This is an optimization exercise on Yosys and OpenROAD, whose aim is small area, a short achievable clock period and few clock cycles per item, not a production implementation.
Function was checked by simulation only, so behaviour that the tests miss may differ from the original.
No activity file was given, so power comes from the tool's default toggle rates.

// priority_schedule_timing
module priority_schedule_timing (
  input  logic               clk,
  input  logic               rst_n,
  input  logic               in_valid,
  output logic               in_ready,
  input  logic [BURST_W-1:0] in_burst_time,
  input  logic [PRIO_W-1:0]  in_priority_req,
  input  logic               in_last_job,
  output logic               out_valid,
  input  logic               out_ready,
  output logic [ID_W-1:0]    out_job_id,
  output logic [PRIO_W-1:0]  out_job_priority,
  output logic [BURST_W-1:0] out_job_burst,
  output logic [TIME_W-1:0]  out_wait_time,
  output logic [TIME_W-1:0]  out_turnaround_time,
  output logic               out_last_row,
  output logic [AVG_W-1:0]   out_avg_wait_q8,
  output logic [AVG_W-1:0]   out_avg_turnaround_q8,
  output logic               out_jobs_dropped
);
  localparam int P     = MAX_JOBS;
  localparam int DIV_K = 3;                  
  localparam int DIV_N = (AVG_W - 1 + DIV_K - 1) / DIV_K;      
  localparam int DCW   = $clog2(DIV_N);
  localparam int NB    = 1 << TAG_W;      
  logic [PTR_W-1:0] pl_r, ps_r, pe_r;        
  logic [CNT_W-1:0] cnt_r;                   
  logic             ovf_r;                   
  logic [NB*CNT_W-1:0] meta_n_r;             
  logic [NB-1:0]       meta_o_r;             
  logic [P-1:0]         v, inb, inc, sel_s0, sel_s1, sel_e, alloc;
  logic [P*PRIO_W-1:0]  prio_f;
  logic [P*BURST_W-1:0] burst_f;
  logic [P*ID_W-1:0]    id_f;
  logic             in_acc, ins_go, emit_go;
  logic [P-1:0]     pend_r;                  
  logic [11:0]      bcnt_r;                  
  logic [RK_W-1:0]  pend_rank;
  logic [RK_W-2:0]  ks_r;                    
  ...
Size: about 5000 cells after synthesis, roughly 160 I/O pins.
Settings: LEC_CHECK=0, CAP_MARGIN=20, CORE_MARGIN=2, CORE_UTILIZATION=40, SETUP_SLACK_MARGIN=1.25, SLEW_MARGIN=20; clock period 6.0 ns.
run.sh (not shown) runs the stock make flow with config.mk's settings and CLKGATE_MAP_FILE= SYNTH_SCRIPT=/design/flow/synth_recipe.tcl, a recipe that flattens the netlist after the stock synthesis.
Testbench counts at the start, summed over its fixed seeds: cycles 3,054, jobs 2,636.
Change:
--- a/flow/config.mk
+++ b/flow/config.mk
@@ -8,5 +8,5 @@
 export CAP_MARGIN = 20
 export CORE_MARGIN = 2
-export CORE_UTILIZATION = 40
-export SETUP_SLACK_MARGIN = 1.25
+export CORE_UTILIZATION = 50
+export SETUP_SLACK_MARGIN = 1.5
 export SLEW_MARGIN = 20
After rerunning: Cell count shrinks by about 2.6%. Synthesized area is unchanged. Worst setup slack is better by 0.14 ns. Fmax grows by about 3%. Die area shrinks by about 20%. Via count grows by 3.2%. Synthesized cell count is unchanged. Final area grows by about 4.6%. Wire length grows by about 5.4%.

========
rev 12:
Starting RTL as in the previous note.
==> flow/config.mk <==
export PLATFORM = sky130hd
export DESIGN_NAME = priority_schedule_timing
export DESIGN_NICKNAME = priority_schedule_timing
export VERILOG_FILES = /design/flow/design.v
export SDC_FILE = /design/flow/constraint.sdc
export NUM_CORES = 4
export LEC_CHECK = 0
export CAP_MARGIN = 20
export CORE_MARGIN = 2
export CORE_UTILIZATION = 40
export SETUP_SLACK_MARGIN = 1.25
export SLEW_MARGIN = 20
export TNS_END_PERCENT = 10
==> flow/constraint.sdc <==
create_clock -name core_clock -period 6.0 [get_ports {clk}]
set_input_delay 1.2000 -clock core_clock [delete_from_list [all_inputs] [get_ports {clk}]]
set_output_delay 1.2000 -clock core_clock [all_outputs]
set_load 0.01 [all_outputs]
Testbench counts of rev 12, summed over its fixed seeds: cycles 3,054, jobs 2,636.
Setup changes, rev 12 to rev 13
- SETUP_SLACK_MARGIN: 1.25 -> 1.0
The proportion of cell area occupied by multi-input gates of rev 13 and that of rev 12 are within noise of each other. Leakage power: lower on rev 13. Compared with rev 12, rev 13 shows a time the worst path needs with I/O delays and setup that is 210 ps higher. Delta (rev 13 minus rev 12): smallest setup slack after layout shrank by 210 ps; sequential share of layout area grew by 0.66 points; upper clock frequency limit shrank by about 4%; via count shrank by 0.88%.

========
Starting RTL as in the previous note.
==> flow/config.mk <==
export PLATFORM = sky130hd
export DESIGN_NAME = priority_schedule_timing
export DESIGN_NICKNAME = priority_schedule_timing
export VERILOG_FILES = /design/flow/design.v
export SDC_FILE = /design/flow/constraint.sdc
export NUM_CORES = 4
export LEC_CHECK = 0
export CAP_MARGIN = 20
export CORE_MARGIN = 2
export CORE_UTILIZATION = 40
export SETUP_SLACK_MARGIN = 1.5
export SLEW_MARGIN = 20
export TNS_END_PERCENT = 10
==> flow/constraint.sdc <==
create_clock -name core_clock -period 6.0 [get_ports {clk}]
set_input_delay 1.2000 -clock core_clock [delete_from_list [all_inputs] [get_ports {clk}]]
set_output_delay 1.2000 -clock core_clock [all_outputs]
set_load 0.01 [all_outputs]
Testbench counts at the start, summed over its fixed seeds: cycles 3,054, jobs 2,636.
Edit:
TNS_END_PERCENT = not set   (was 10)
Effect: First-iteration DRC count came out lower by 4.3%; sequential share of layout area goes down by 0.48 points; clock-buffer cell count is lower by 1; clock skew stays flat; sequential power barely changes; die area stays the same; core utilization goes up by 0.56 points; setup slack loses 0.043 ns; worst hold slack loses 0.0043 ns; final area grows by 1.2%; routed wire length goes down by 0.58%.

========
== the baseline ==
Another version of the RTL of priority_schedule_timing (not shown whole).
Size in the first run: roughly 4,800 cells after synthesis, ~160 I/O pins.
Settings: LEC_CHECK=0, CAP_MARGIN=20, CORE_MARGIN=2, CORE_UTILIZATION=40, SETUP_SLACK_MARGIN=1.5, SLEW_MARGIN=20; clock period 6.0 ns.
The baseline finished end to end and its layout was clean on timing, DRC and antenna.
Testbench counts of the baseline, summed over its fixed seeds: cycles 3,170, jobs 2,636.
Edits applied to the flow inputs when going from the baseline to the candidate:
-- flow/config.mk --
<<< the baseline, line 10
export CORE_UTILIZATION = 40
export SETUP_SLACK_MARGIN = 1.5
export SLEW_MARGIN = 20
>>> the candidate, line 10
export CORE_UTILIZATION = 40
export SLEW_MARGIN = 20
Findings:
Vias after detailed routing: the candidate vs the baseline down 1,148. The candidate vs the baseline: design area down by a few percent. Diff the baseline -> the candidate | portion of total power attributed to combinational logic | decrease of 2.0 points. Non-clock buffer instance count of the final layout, the candidate vs the baseline: down by more than a quarter. | worst-case vdd ir drop | the candidate vs the baseline | about 16% lower |. Compared to the baseline, the candidate has iteration count of the initial detailed-routing pass 3 lower. Sort the baseline and the candidate by multi-input gate share of the layout cell area, ascending, and the baseline comes first.

separate check: timing with driven ports:
The results above use ideal ports. As a check the final layouts listed here were re-extracted and re-timed, cells and wires unchanged.
Step 1 sets driving cells, clkbuf_16 on the clock port and buf_2 on the other inputs (assumed; they add their load-dependent delay and slew).
Step 2 adds t to the input delays and takes it off the output delays; t is the mean of the earliest and latest rising clock arrival at the registers after step 1. Input paths then give back, and output paths get back, about the clock's delay inside the block.
a / b / c = ideal ports / drivers / drivers and shift; a / b = the first two.
run	shift t [ns]	slack for setup (ns)	worst register clock-pin slew, ns
the first run of note 1	0.813	1.216 / 1.216 / 0.794	0.07 / 0.07
the second run of note 1	0.786	1.358 / 1.358 / 0.913	0.07 / 0.07
rev 12	0.821	1.183 / 1.183 / 0.726	0.07 / 0.07
rev 13	0.820	0.976 / 0.976 / 0.730	0.07 / 0.07
the first run of note 3	0.824	1.392 / 1.392 / 0.659	0.07 / 0.07
the second run of note 3	0.829	1.349 / 1.349 / 0.824	0.07 / 0.07
the baseline	0.827	1.382 / 1.382 / 0.788	0.07 / 0.07
the candidate	0.825	0.543 / 0.543 / 0.543	0.07 / 0.07
After both steps setup and hold are still met in every run listed. The setup slack of the first run of note 3, which loses most, moves by 0.000 ns with the drivers and by -0.733 ns with both steps.
